Context: an optimization exercise on an open-source flow, tuned for small area and a short achievable clock period. The choices shown serve that exercise and are no tape-out recipe. RTL that was checked went through simulation tests only; none was proved equivalent to the original. Power is estimated from default activity; no workload was simulated.

==> inputs of run a <==
==> flow/design.v (excerpt) <==
module data_mem_responder #(
    parameter int DEPTH   = 64,
    parameter int LATENCY = 2
) (
    input  logic        clk,
    input  logic        reset,
    input  logic        req_valid,
    input  logic        DataMemRW,
    input  logic [31:0] addr,
    input  logic [31:0] wdata,
    output logic        req_ready,
    output logic        resp_valid,
    output logic [31:0] rdata,
    output logic        err
);
    logic        ready_q, b1, b2, rv;
    logic        accept;
    logic [5:0]  idx_q;
    logic        ld_q, st_q, bad_q;
    logic [31:0] wd_q;
    logic [31:0] rdata_q;
    logic        err_q;
    logic [31:0] mem [64];
    logic [63:0] rsel;
    logic [31:0] rd_word;
    always_comb begin
        rd_word = '0;
        for (int w = 0; w < 64; w++) begin
            rsel[w] = b2 && ld_q && (idx_q == w[5:0]);
            rd_word = rd_word | (mem[w] & {32{rsel[w]}});
        end
    end
    logic        bad_in;
    assign bad_in = (addr[1:0] != 2'b00) || (addr[31:8] != 24'd0);
    assign accept = ready_q && req_valid;
    always_ff @(posedge clk or negedge reset) begin
        if (!reset) begin
            ready_q <= 1'b1;
            b1      <= 1'b0;
            b2      <= 1'b0;
            rv      <= 1'b0;
            rdata_q <= '0;
            err_q   <= 1'b0;
        end else begin
            ready_q <= !(accept || b1 || b2);
            b1      <= accept;
            b2      <= b1;
            rv      <= b2;
            err_q   <= b2 && bad_q;
            rdata_q <= rd_word;
        end
    end
    always_ff @(posedge clk) begin
        if (ready_q) begin
  ...
==> module data_mem_responder, before the edit <==
module data_mem_responder #(
    parameter int DEPTH   = 64,
    parameter int LATENCY = 2
) (
    input  logic        clk,
    input  logic        reset,
    input  logic        req_valid,
    input  logic        DataMemRW,
    input  logic [31:0] addr,
    input  logic [31:0] wdata,
    output logic        req_ready,
    output logic        resp_valid,
    output logic [31:0] rdata,
    output logic        err
);
    logic        ready_q, b1, b2, rv;
    logic        accept;
    logic [5:0]  idx_q;
    logic        ld_q, st_q, bad_q;
    logic [31:0] wd_q;
    logic [31:0] rdata_q;
    logic        err_q;
    logic [31:0] mem [64];
    logic [63:0] rsel;
    logic [31:0] rd_word;
    always_comb begin
        rd_word = '0;
        for (int w = 0; w < 64; w++) begin
            rsel[w] = b2 && ld_q && (idx_q == w[5:0]);
            rd_word = rd_word | (mem[w] & {32{rsel[w]}});
        end
    end
    logic        bad_in;
    assign bad_in = (addr[1:0] != 2'b00) || (addr[31:8] != 24'd0);
    assign accept = ready_q && req_valid;
    always_ff @(posedge clk or negedge reset) begin
        if (!reset) begin
            ready_q <= 1'b1;
            b1      <= 1'b0;
            b2      <= 1'b0;
            rv      <= 1'b0;
            rdata_q <= '0;
            err_q   <= 1'b0;
        end else begin
            ready_q <= !(accept || b1 || b2);
            b1      <= accept;
            b2      <= b1;
            rv      <= b2;
            err_q   <= b2 && bad_q;
            rdata_q <= rd_word;
        end
    end
    always_ff @(posedge clk) begin
        if (ready_q) begin
            idx_q <= addr[7:2];
            ld_q  <= !DataMemRW && !bad_in;
            st_q  <= DataMemRW && !bad_in;
            bad_q <= bad_in;
            wd_q  <= wdata;
        end
    end
    always_ff @(posedge clk) begin
        if (b2 && st_q) mem[idx_q] <= wd_q;
    end
    assign req_ready  = ready_q;
    assign resp_valid = rv;
    assign rdata      = rdata_q;
    assign err        = err_q;
endmodule
Settings: LEC_CHECK=0, CAP_MARGIN=20, CORE_MARGIN=2, CORE_UTILIZATION=40, SLEW_MARGIN=20; clock period 4.5 ns.
run.sh (not shown) runs the stock make flow with config.mk's settings and CLKGATE_MAP_FILE= SYNTH_SCRIPT=/design/flow/synth_recipe.tcl, a recipe that flattens the netlist after the stock synthesis.
==> inputs of run b, as changes to run a <==
--- a/flow/design.v
+++ b/flow/design.v
@@ -15,3 +15,3 @@
 );
-    logic        ready_q, b1, b2, rv;
+    logic        ready_q, busy_q, b1, b2, rv;
     logic        accept;
@@ -20,2 +20,6 @@
     logic [31:0] wd_q;
+    logic [63:0] sel_q;
+    logic [5:0]  cur_idx;
+    logic [31:0] rd_lo_q;
+    logic [31:0] rd_lo, rd_hi;
     logic [31:0] rdata_q;
@@ -23,14 +27,28 @@
     logic [31:0] mem [64];
-    logic [63:0] rsel;
-    logic [31:0] rd_word;
-    always_comb begin
-        rd_word = '0;
-        for (int w = 0; w < 64; w++) begin
-            rsel[w] = b2 && ld_q && (idx_q == w[5:0]);
-            rd_word = rd_word | (mem[w] & {32{rsel[w]}});
+    logic        bad_in;
+    assign bad_in  = (addr[1:0] != 2'b00) || (addr[31:8] != 24'd0);
+    assign accept  = !busy_q && req_valid;
+    assign cur_idx = busy_q ? idx_q : addr[7:2];
+    logic        rd_go, wr_go;
+    assign rd_go = b2 && ld_q;
+    assign wr_go = b2 && st_q;
+    logic [2:0] lo_p [32];
+    logic [2:0] hi_p [32];
+    genvar gb;
+    generate
+        for (gb = 0; gb < 32; gb++) begin : g_rbit
+            logic [30:0] lo_bits;
+            logic [32:0] hi_bits;
+            for (genvar w = 0; w < 31; w++) begin : g_lo
+                assign lo_bits[w] = mem[w][gb];
+            end
+            for (genvar w = 0; w < 33; w++) begin : g_hi
+                assign hi_bits[w] = mem[w + 31][gb];
+            end
+            dmr_half31 u_lo (.sel(sel_q[30:0]),  .d(lo_bits), .p(lo_p[gb]));
+            dmr_half33 u_hi (.sel(sel_q[63:31]), .d(hi_bits), .p(hi_p[gb]));
+            assign rd_lo[gb] = |lo_p[gb];
+            assign rd_hi[gb] = |hi_p[gb];
         end
-    end
-    logic        bad_in;
-    assign bad_in = (addr[1:0] != 2'b00) || (addr[31:8] != 24'd0);
-    assign accept = ready_q && req_valid;
+    endgenerate
     always_ff @(posedge clk or negedge reset) begin
@@ -38,2 +56,3 @@
             ready_q <= 1'b1;
+            busy_q  <= 1'b0;
             b1      <= 1'b0;
@@ -45,2 +64,3 @@
             ready_q <= !(accept || b1 || b2);
+            busy_q  <= accept || b1 || b2;
             b1      <= accept;
@@ -49,3 +69,3 @@
             err_q   <= b2 && bad_q;
-            rdata_q <= rd_word;
+            rdata_q <= rd_go ? (rd_lo_q | rd_hi) : 32'd0;
         end
@@ -53,3 +73,3 @@
     always_ff @(posedge clk) begin
-        if (ready_q) begin
+        if (!busy_q) begin
             idx_q <= addr[7:2];
@@ -62,3 +82,9 @@
     always_ff @(posedge clk) begin
-        if (b2 && st_q) mem[idx_q] <= wd_q;
+        for (int w = 0; w < 64; w++)
+            sel_q[w] <= (cur_idx == w[5:0]);
+        rd_lo_q <= rd_lo;
+    end
+    always_ff @(posedge clk) begin
+        for (int w = 0; w < 64; w++)
+            if (wr_go && sel_q[w]) mem[w] <= wd_q;
     end
@@ -69 +95,71 @@
 endmodule
+module dmr_half31 (
+    input  logic [30:0] sel,
+    input  logic [30:0] d,
+    output logic [2:0]  p
+);
+    logic [10:0] n;    
+    genvar g;
+    generate
+        for (g = 0; g < 10; g++) begin : g_grp
+            dmr_aoi222 u_g (
+                .a0(sel[3*g]),   .b0(d[3*g]),
+                .a1(sel[3*g+1]), .b1(d[3*g+1]),
+                .a2(sel[3*g+2]), .b2(d[3*g+2]),
+                .y(n[g]));
+        end
+    endgenerate
+    dmr_nand2 u_g10 (.a(sel[30]), .b(d[30]), .y(n[10]));
+    dmr_nand4 u_p0 (.a(n[0]), .b(n[1]), .c(n[2]), .d(n[3]), .y(p[0]));
+    dmr_nand4 u_p1 (.a(n[4]), .b(n[5]), .c(n[6]), .d(n[7]), .y(p[1]));
+    dmr_nand3 u_p2 (.a(n[8]), .b(n[9]), .c(n[10]), .y(p[2]));
+endmodule
+module dmr_half33 (
+    input  logic [32:0] sel,
+    input  logic [32:0] d,
+    output logic [2:0]  p
+);
+    logic [10:0] n;    
+    genvar g;
+    generate
+        for (g = 0; g < 10; g++) begin : g_grp
+            dmr_aoi222 u_g (
+                .a0(sel[3*g]),   .b0(d[3*g]),
+                .a1(sel[3*g+1]), .b1(d[3*g+1]),
+                .a2(sel[3*g+2]), .b2(d[3*g+2]),
+                .y(n[g]));
+        end
+    endgenerate
+    dmr_aoi222 u_g10 (
+        .a0(sel[30]), .b0(d[30]),
+        .a1(sel[31]), .b1(d[31]),
+        .a2(sel[32]), .b2(d[32]),
+        .y(n[10]));
+    dmr_nand4 u_p0 (.a(n[0]), .b(n[1]), .c(n[2]), .d(n[3]), .y(p[0]));
+    dmr_nand4 u_p1 (.a(n[4]), .b(n[5]), .c(n[6]), .d(n[7]), .y(p[1]));
+    dmr_nand3 u_p2 (.a(n[8]), .b(n[9]), .c(n[10]), .y(p[2]));
+endmodule
+module dmr_aoi222 (
+    input  logic a0, b0, a1, b1, a2, b2,
+    output logic y
+);
+    assign y = !((a0 && b0) || (a1 && b1) || (a2 && b2));
+endmodule
+module dmr_nand2 (
+    input  logic a, b,
+    output logic y
+);
+    assign y = !(a && b);
+endmodule
+module dmr_nand4 (
+    input  logic a, b, c, d,
+    output logic y
+);
+    assign y = !(a && b && c && d);
+endmodule
+module dmr_nand3 (
+    input  logic a, b, c,
+    output logic y
+);
+    assign y = !(a && b && c);
+endmodule
- CORE_UTILIZATION: 40 -> 65
- CTS_CLUSTER_DIAMETER: unset -> 80
- CTS_CLUSTER_SIZE: unset -> 25
- SETUP_SLACK_MARGIN: unset -> 2.2
- SYNTH_HIERARCHICAL: unset -> 1
- SYNTH_MINIMUM_KEEP_SIZE: unset -> 0
==> summary of the runs <==
Via count: run a is larger than run b (13%).
In run a the first-iteration DRC count is smaller than in run b, by about 15%.
Between run b and run a, the lower cell count is in run b (gap about 27%, measured against run a).
Between run a and run b, the lower setup slack is in run a (gap 1.5 ns).
For run a, only the layout was checked, not whether the RTL still works.

========
==> inputs of umber <==
Another version of the RTL of data_mem_responder (not shown whole).
==> module data_mem_responder, before the edit <==
module data_mem_responder #(
    parameter int DEPTH   = 64,
    parameter int LATENCY = 2
) (
    input  logic        clk,
    input  logic        reset,
    input  logic        req_valid,
    input  logic        DataMemRW,
    input  logic [31:0] addr,
    input  logic [31:0] wdata,
    output logic        req_ready,
    output logic        resp_valid,
    output logic [31:0] rdata,
    output logic        err
);
    logic        ready_q, b1, b2, rv;
    logic        accept;
    logic [5:0]  idx_q;
    logic        ld_q, st_q, bad_q;
    logic [31:0] wd_q;
    logic [63:0] sel_q;
    logic [31:0] rdata_q;
    logic        err_q;
    logic [31:0] mem [64];
    logic        bad_in;
    assign bad_in = (addr[1:0] != 2'b00) || (addr[31:8] != 24'd0);
    assign accept = ready_q && req_valid;
    logic        rd_go, wr_go;
    assign rd_go = b2 && ld_q;
    assign wr_go = b2 && st_q;
    logic [31:0] rd_word;
    always_comb begin
        rd_word = '0;
        for (int w = 0; w < 64; w++)
            rd_word = rd_word | (mem[w] & {32{sel_q[w]}});
    end
    always_ff @(posedge clk or negedge reset) begin
        if (!reset) begin
            ready_q <= 1'b1;
            b1      <= 1'b0;
            b2      <= 1'b0;
            rv      <= 1'b0;
            rdata_q <= '0;
            err_q   <= 1'b0;
        end else begin
            ready_q <= !(accept || b1 || b2);
            b1      <= accept;
            b2      <= b1;
            rv      <= b2;
            err_q   <= b2 && bad_q;
            rdata_q <= rd_go ? rd_word : 32'd0;
        end
    end
    always_ff @(posedge clk) begin
        if (ready_q) begin
            idx_q <= addr[7:2];
            ld_q  <= !DataMemRW && !bad_in;
            st_q  <= DataMemRW && !bad_in;
            bad_q <= bad_in;
            wd_q  <= wdata;
        end
    end
    always_ff @(posedge clk) begin
        for (int w = 0; w < 64; w++)
            sel_q[w] <= (idx_q == w[5:0]);
    end
    always_ff @(posedge clk) begin
        for (int w = 0; w < 64; w++)
            if (wr_go && sel_q[w]) mem[w] <= wd_q;
    end
    assign req_ready  = ready_q;
    assign resp_valid = rv;
    assign rdata      = rdata_q;
    assign err        = err_q;
endmodule
clock: 4.5 ns
lec_check: 0
cap_margin: 20
core_margin: 2
core_utilization: 40
setup_slack_margin: 2.0
slew_margin: 20
==> yarrow (differences from umber) <==
--- a/flow/design.v
+++ b/flow/design.v
@@ -14,5 +14,5 @@
     output logic        err
 );
-    logic        ready_q, b1, b2, rv;
+    logic        ready_q, busy_q, b1, b2, rv;
     logic        accept;
     logic [5:0]  idx_q;
@@ -20,22 +20,40 @@
     logic [31:0] wd_q;
     logic [63:0] sel_q;
+    logic [5:0]  cur_idx;
+    logic [31:0] rd_lo_q;
+    logic [31:0] rd_lo, rd_hi;
     logic [31:0] rdata_q;
     logic        err_q;
     logic [31:0] mem [64];
     logic        bad_in;
-    assign bad_in = (addr[1:0] != 2'b00) || (addr[31:8] != 24'd0);
-    assign accept = ready_q && req_valid;
+    assign bad_in  = (addr[1:0] != 2'b00) || (addr[31:8] != 24'd0);
+    assign accept  = !busy_q && req_valid;
+    assign cur_idx = busy_q ? idx_q : addr[7:2];
     logic        rd_go, wr_go;
     assign rd_go = b2 && ld_q;
     assign wr_go = b2 && st_q;
-    logic [31:0] rd_word;
-    always_comb begin
-        rd_word = '0;
-        for (int w = 0; w < 64; w++)
-            rd_word = rd_word | (mem[w] & {32{sel_q[w]}});
-    end
+    logic [2:0] lo_p [32];
+    logic [2:0] hi_p [32];
+    genvar gb;
+    generate
+        for (gb = 0; gb < 32; gb++) begin : g_rbit
+            logic [30:0] lo_bits;
+            logic [32:0] hi_bits;
+            for (genvar w = 0; w < 31; w++) begin : g_lo
+                assign lo_bits[w] = mem[w][gb];
+            end
+            for (genvar w = 0; w < 33; w++) begin : g_hi
+                assign hi_bits[w] = mem[w + 31][gb];
+            end
+            dmr_half31 u_lo (.sel(sel_q[30:0]),  .d(lo_bits), .p(lo_p[gb]));
+            dmr_half33 u_hi (.sel(sel_q[63:31]), .d(hi_bits), .p(hi_p[gb]));
+            assign rd_lo[gb] = |lo_p[gb];
+            assign rd_hi[gb] = |hi_p[gb];
+        end
+    endgenerate
     always_ff @(posedge clk or negedge reset) begin
         if (!reset) begin
             ready_q <= 1'b1;
+            busy_q  <= 1'b0;
             b1      <= 1'b0;
             b2      <= 1'b0;
@@ -45,13 +63,14 @@
         end else begin
             ready_q <= !(accept || b1 || b2);
+            busy_q  <= accept || b1 || b2;
             b1      <= accept;
             b2      <= b1;
             rv      <= b2;
             err_q   <= b2 && bad_q;
-            rdata_q <= rd_go ? rd_word : 32'd0;
+            rdata_q <= rd_go ? (rd_lo_q | rd_hi) : 32'd0;
         end
     end
     always_ff @(posedge clk) begin
-        if (ready_q) begin
+        if (!busy_q) begin
             idx_q <= addr[7:2];
             ld_q  <= !DataMemRW && !bad_in;
@@ -63,5 +82,6 @@
     always_ff @(posedge clk) begin
         for (int w = 0; w < 64; w++)
-            sel_q[w] <= (idx_q == w[5:0]);
+            sel_q[w] <= (cur_idx == w[5:0]);
+        rd_lo_q <= rd_lo;
     end
     always_ff @(posedge clk) begin
@@ -74,2 +94,72 @@
     assign err        = err_q;
 endmodule
+module dmr_half31 (
+    input  logic [30:0] sel,
+    input  logic [30:0] d,
+    output logic [2:0]  p
+);
+    logic [10:0] n;    
+    genvar g;
+    generate
+        for (g = 0; g < 10; g++) begin : g_grp
+            dmr_aoi222 u_g (
+                .a0(sel[3*g]),   .b0(d[3*g]),
+                .a1(sel[3*g+1]), .b1(d[3*g+1]),
+                .a2(sel[3*g+2]), .b2(d[3*g+2]),
+                .y(n[g]));
+        end
+    endgenerate
+    dmr_nand2 u_g10 (.a(sel[30]), .b(d[30]), .y(n[10]));
+    dmr_nand4 u_p0 (.a(n[0]), .b(n[1]), .c(n[2]), .d(n[3]), .y(p[0]));
+    dmr_nand4 u_p1 (.a(n[4]), .b(n[5]), .c(n[6]), .d(n[7]), .y(p[1]));
+    dmr_nand3 u_p2 (.a(n[8]), .b(n[9]), .c(n[10]), .y(p[2]));
+endmodule
+module dmr_half33 (
+    input  logic [32:0] sel,
+    input  logic [32:0] d,
+    output logic [2:0]  p
+);
+    logic [10:0] n;    
+    genvar g;
+    generate
+        for (g = 0; g < 10; g++) begin : g_grp
+            dmr_aoi222 u_g (
+                .a0(sel[3*g]),   .b0(d[3*g]),
+                .a1(sel[3*g+1]), .b1(d[3*g+1]),
+                .a2(sel[3*g+2]), .b2(d[3*g+2]),
+                .y(n[g]));
+        end
+    endgenerate
+    dmr_aoi222 u_g10 (
+        .a0(sel[30]), .b0(d[30]),
+        .a1(sel[31]), .b1(d[31]),
+        .a2(sel[32]), .b2(d[32]),
+        .y(n[10]));
+    dmr_nand4 u_p0 (.a(n[0]), .b(n[1]), .c(n[2]), .d(n[3]), .y(p[0]));
+    dmr_nand4 u_p1 (.a(n[4]), .b(n[5]), .c(n[6]), .d(n[7]), .y(p[1]));
+    dmr_nand3 u_p2 (.a(n[8]), .b(n[9]), .c(n[10]), .y(p[2]));
+endmodule
+module dmr_aoi222 (
+    input  logic a0, b0, a1, b1, a2, b2,
+    output logic y
+);
+    assign y = !((a0 && b0) || (a1 && b1) || (a2 && b2));
+endmodule
+module dmr_nand2 (
+    input  logic a, b,
+    output logic y
+);
+    assign y = !(a && b);
+endmodule
+module dmr_nand4 (
+    input  logic a, b, c, d,
+    output logic y
+);
+    assign y = !(a && b && c && d);
+endmodule
+module dmr_nand3 (
+    input  logic a, b, c,
+    output logic y
+);
+    assign y = !(a && b && c);
+endmodule
- CORE_UTILIZATION: 40 -> 65
- CTS_CLUSTER_DIAMETER: unset -> 80
- CTS_CLUSTER_SIZE: unset -> 25
- SETUP_SLACK_MARGIN: 2.0 -> 2.4
- SYNTH_HIERARCHICAL: unset -> 1
- SYNTH_MINIMUM_KEEP_SIZE: unset -> 0
==> pepper (differences from umber) <==
--- a/flow/design.v
+++ b/flow/design.v
@@ -14,5 +14,5 @@
     output logic        err
 );
-    logic        ready_q, b1, b2, rv;
+    logic        ready_q, busy_q, b1, b2, rv;
     logic        accept;
     logic [5:0]  idx_q;
@@ -20,22 +20,40 @@
     logic [31:0] wd_q;
     logic [63:0] sel_q;
+    logic [5:0]  cur_idx;
+    logic [31:0] rd_lo_q;
+    logic [31:0] rd_lo, rd_hi;
     logic [31:0] rdata_q;
     logic        err_q;
     logic [31:0] mem [64];
     logic        bad_in;
-    assign bad_in = (addr[1:0] != 2'b00) || (addr[31:8] != 24'd0);
-    assign accept = ready_q && req_valid;
+    assign bad_in  = (addr[1:0] != 2'b00) || (addr[31:8] != 24'd0);
+    assign accept  = !busy_q && req_valid;
+    assign cur_idx = busy_q ? idx_q : addr[7:2];
     logic        rd_go, wr_go;
     assign rd_go = b2 && ld_q;
     assign wr_go = b2 && st_q;
-    logic [31:0] rd_word;
-    always_comb begin
-        rd_word = '0;
-        for (int w = 0; w < 64; w++)
-            rd_word = rd_word | (mem[w] & {32{sel_q[w]}});
-    end
+    logic [2:0] lo_p [32];
+    logic [2:0] hi_p [32];
+    genvar gb;
+    generate
+        for (gb = 0; gb < 32; gb++) begin : g_rbit
+            logic [30:0] lo_bits;
+            logic [32:0] hi_bits;
+            for (genvar w = 0; w < 31; w++) begin : g_lo
+                assign lo_bits[w] = mem[w][gb];
+            end
+            for (genvar w = 0; w < 33; w++) begin : g_hi
+                assign hi_bits[w] = mem[w + 31][gb];
+            end
+            dmr_half31 u_lo (.sel(sel_q[30:0]),  .d(lo_bits), .p(lo_p[gb]));
+            dmr_half33 u_hi (.sel(sel_q[63:31]), .d(hi_bits), .p(hi_p[gb]));
+            assign rd_lo[gb] = |lo_p[gb];
+            assign rd_hi[gb] = |hi_p[gb];
+        end
+    endgenerate
     always_ff @(posedge clk or negedge reset) begin
         if (!reset) begin
             ready_q <= 1'b1;
+            busy_q  <= 1'b0;
             b1      <= 1'b0;
             b2      <= 1'b0;
@@ -45,13 +63,14 @@
         end else begin
             ready_q <= !(accept || b1 || b2);
+            busy_q  <= accept || b1 || b2;
             b1      <= accept;
             b2      <= b1;
             rv      <= b2;
             err_q   <= b2 && bad_q;
-            rdata_q <= rd_go ? rd_word : 32'd0;
+            rdata_q <= rd_go ? (rd_lo_q | rd_hi) : 32'd0;
         end
     end
     always_ff @(posedge clk) begin
-        if (ready_q) begin
+        if (!busy_q) begin
             idx_q <= addr[7:2];
             ld_q  <= !DataMemRW && !bad_in;
@@ -63,5 +82,6 @@
     always_ff @(posedge clk) begin
         for (int w = 0; w < 64; w++)
-            sel_q[w] <= (idx_q == w[5:0]);
+            sel_q[w] <= (cur_idx == w[5:0]);
+        rd_lo_q <= rd_lo;
     end
     always_ff @(posedge clk) begin
@@ -74,2 +94,72 @@
     assign err        = err_q;
 endmodule
+module dmr_half31 (
+    input  logic [30:0] sel,
+    input  logic [30:0] d,
+    output logic [2:0]  p
+);
+    logic [10:0] n;    
+    genvar g;
+    generate
+        for (g = 0; g < 10; g++) begin : g_grp
+            dmr_aoi222 u_g (
+                .a0(sel[3*g]),   .b0(d[3*g]),
+                .a1(sel[3*g+1]), .b1(d[3*g+1]),
+                .a2(sel[3*g+2]), .b2(d[3*g+2]),
+                .y(n[g]));
+        end
+    endgenerate
+    dmr_nand2 u_g10 (.a(sel[30]), .b(d[30]), .y(n[10]));
+    dmr_nand4 u_p0 (.a(n[0]), .b(n[1]), .c(n[2]), .d(n[3]), .y(p[0]));
+    dmr_nand4 u_p1 (.a(n[4]), .b(n[5]), .c(n[6]), .d(n[7]), .y(p[1]));
+    dmr_nand3 u_p2 (.a(n[8]), .b(n[9]), .c(n[10]), .y(p[2]));
+endmodule
+module dmr_half33 (
+    input  logic [32:0] sel,
+    input  logic [32:0] d,
+    output logic [2:0]  p
+);
+    logic [10:0] n;    
+    genvar g;
+    generate
+        for (g = 0; g < 10; g++) begin : g_grp
+            dmr_aoi222 u_g (
+                .a0(sel[3*g]),   .b0(d[3*g]),
+                .a1(sel[3*g+1]), .b1(d[3*g+1]),
+                .a2(sel[3*g+2]), .b2(d[3*g+2]),
+                .y(n[g]));
+        end
+    endgenerate
+    dmr_aoi222 u_g10 (
+        .a0(sel[30]), .b0(d[30]),
+        .a1(sel[31]), .b1(d[31]),
+        .a2(sel[32]), .b2(d[32]),
+        .y(n[10]));
+    dmr_nand4 u_p0 (.a(n[0]), .b(n[1]), .c(n[2]), .d(n[3]), .y(p[0]));
+    dmr_nand4 u_p1 (.a(n[4]), .b(n[5]), .c(n[6]), .d(n[7]), .y(p[1]));
+    dmr_nand3 u_p2 (.a(n[8]), .b(n[9]), .c(n[10]), .y(p[2]));
+endmodule
+module dmr_aoi222 (
+    input  logic a0, b0, a1, b1, a2, b2,
+    output logic y
+);
+    assign y = !((a0 && b0) || (a1 && b1) || (a2 && b2));
+endmodule
+module dmr_nand2 (
+    input  logic a, b,
+    output logic y
+);
+    assign y = !(a && b);
+endmodule
+module dmr_nand4 (
+    input  logic a, b, c, d,
+    output logic y
+);
+    assign y = !(a && b && c && d);
+endmodule
+module dmr_nand3 (
+    input  logic a, b, c,
+    output logic y
+);
+    assign y = !(a && b && c);
+endmodule
- CORE_UTILIZATION: 40 -> 65
- CTS_CLUSTER_DIAMETER: unset -> 80
- CTS_CLUSTER_SIZE: unset -> 25
- SETUP_SLACK_MARGIN: 2.0 -> 2.3
- SYNTH_HIERARCHICAL: unset -> 1
- SYNTH_MINIMUM_KEEP_SIZE: unset -> 0
==> fjord (differences from umber) <==
--- a/flow/design.v
+++ b/flow/design.v
@@ -14,5 +14,5 @@
     output logic        err
 );
-    logic        ready_q, b1, b2, rv;
+    logic        ready_q, busy_q, b1, b2, rv;
     logic        accept;
     logic [5:0]  idx_q;
@@ -20,22 +20,29 @@
     logic [31:0] wd_q;
     logic [63:0] sel_q;
+    logic [5:0]  cur_idx;
+    logic [31:0] rd_lo_q;
+    logic [31:0] rd_lo, rd_hi;
     logic [31:0] rdata_q;
     logic        err_q;
     logic [31:0] mem [64];
     logic        bad_in;
-    assign bad_in = (addr[1:0] != 2'b00) || (addr[31:8] != 24'd0);
-    assign accept = ready_q && req_valid;
+    assign bad_in  = (addr[1:0] != 2'b00) || (addr[31:8] != 24'd0);
+    assign accept  = !busy_q && req_valid;
+    assign cur_idx = busy_q ? idx_q : addr[7:2];
     logic        rd_go, wr_go;
     assign rd_go = b2 && ld_q;
     assign wr_go = b2 && st_q;
-    logic [31:0] rd_word;
     always_comb begin
-        rd_word = '0;
-        for (int w = 0; w < 64; w++)
-            rd_word = rd_word | (mem[w] & {32{sel_q[w]}});
+        rd_lo = '0;
+        rd_hi = '0;
+        for (int w = 0; w < 32; w++) begin
+            rd_lo = rd_lo | (mem[w]      & {32{sel_q[w]}});
+            rd_hi = rd_hi | (mem[w + 32] & {32{sel_q[w + 32]}});
+        end
     end
     always_ff @(posedge clk or negedge reset) begin
         if (!reset) begin
             ready_q <= 1'b1;
+            busy_q  <= 1'b0;
             b1      <= 1'b0;
             b2      <= 1'b0;
@@ -45,13 +52,14 @@
         end else begin
             ready_q <= !(accept || b1 || b2);
+            busy_q  <= accept || b1 || b2;
             b1      <= accept;
             b2      <= b1;
             rv      <= b2;
             err_q   <= b2 && bad_q;
-            rdata_q <= rd_go ? rd_word : 32'd0;
+            rdata_q <= rd_go ? (rd_lo_q | rd_hi) : 32'd0;
         end
     end
     always_ff @(posedge clk) begin
-        if (ready_q) begin
+        if (!busy_q) begin
             idx_q <= addr[7:2];
             ld_q  <= !DataMemRW && !bad_in;
@@ -63,5 +71,6 @@
     always_ff @(posedge clk) begin
         for (int w = 0; w < 64; w++)
-            sel_q[w] <= (idx_q == w[5:0]);
+            sel_q[w] <= (cur_idx == w[5:0]);
+        rd_lo_q <= rd_lo;
     end
     always_ff @(posedge clk) begin
- CORE_UTILIZATION: 40 -> 65
- CTS_CLUSTER_DIAMETER: unset -> 80
- CTS_CLUSTER_SIZE: unset -> 25
- SETUP_SLACK_MARGIN: 2.0 -> 2.2
==> qor summary <==
Routability-driven placement congestion ratio: fjord 0.926; umber 0.879; yarrow 0.885; pepper 0.912
Number of buffers inserted during clock tree synthesis: fjord 101; umber 215; yarrow 99; pepper 98
Clock tree cell share of total cell area: fjord 3.64%; umber 7.92%; yarrow 3.52%; pepper 3.51%
Cell-internal power: fjord 29.4 mW; umber 34.6 mW; yarrow 29.4 mW; pepper 29.3 mW
Outcome: fjord no timing/DRC/antenna violations; umber no timing/DRC/antenna violations; yarrow no timing/DRC/antenna violations; pepper no timing/DRC/antenna violations
Global Route met2 Usage: fjord 62.0%; umber 35.8%; yarrow 51.7%; pepper 53.6%
Unrepaired setup endpoints after global routing: fjord no; umber yes; yarrow yes; pepper yes
Cell at the slowest stage of the critical path: fjord sky130_fd_sc_hd__dfxtp_2; umber sky130_fd_sc_hd__dfxtp_1; yarrow sky130_fd_sc_hd__dfstp_2; pepper sky130_fd_sc_hd__dfstp_2
Via count of the first global-routing pass: fjord 41800; umber 39800; yarrow 37800; pepper 38000
Total inserted antenna cells: fjord 5; umber 3; yarrow 6; pepper 4
GR Util met3: fjord 8.04%; umber 4.17%; yarrow 5.31%; pepper 5.15%
Detailed Routing Iterations Pass 1: fjord 9; umber 6; yarrow 10; pepper 10
Worst setup skew after layout: fjord 0.0338 ns; umber 0.0203 ns; yarrow 0.0242 ns; pepper 0.0269 ns
Pin slew with the least headroom to its limit: fjord 1.16 ns; umber 1.19 ns; yarrow 1.13 ns; pepper 1.10 ns
Total length of routed met2 wires: fjord 115000 um; umber 108000 um; yarrow 93300 um; pepper 96200 um
Area share of the largest cell type after synthesis: fjord 79.8%; umber 80.9%; yarrow 83.1%; pepper 83.1%
Area fraction in and, or, nand and nor cells after synthesis: fjord 3.79%; umber 3.01%; yarrow 3.56%; pepper 3.56%

re-timing with driven ports:
Ports are ideal in the flow. The routed layouts listed here were re-timed in OpenROAD.
Step 1, drivers: a clkbuf_16 drives clk and a buf_2 each remaining input, both assumed.
Step 2 also shifts input and output timing later by t, the mid clock arrival at the registers, as if the neighbouring blocks saw the same clock.
Slacks: ideal ports / drivers / drivers and shift; pairs: ideal ports / drivers.
run	t, ns	setup slack, ns	hold WS [ns]	worst data-port slew with drivers (ns)
run a	0.938	0.603 / 0.603 / 0.603	0.337 / 0.264 / 0.385	0.05
run b	0.802	2.079 / 2.003 / 1.539	0.200 / 0.153 / 0.392	0.06
umber	0.913	1.938 / 1.938 / 1.938	0.071 / 0.018 / 0.386	0.06
yarrow	0.784	2.210 / 2.140 / 1.551	0.056 / 0.011 / 0.396	0.19
pepper	0.800	2.074 / 1.998 / 1.620	0.197 / 0.150 / 0.388	0.05
fjord	0.808	2.092 / 2.092 / 1.514	0.120 / 0.065 / 0.436	0.06
After both steps every run listed still meets setup and hold. The setup slack of yarrow, which loses most, moves by -0.070 ns with the drivers and by -0.659 ns with both steps.
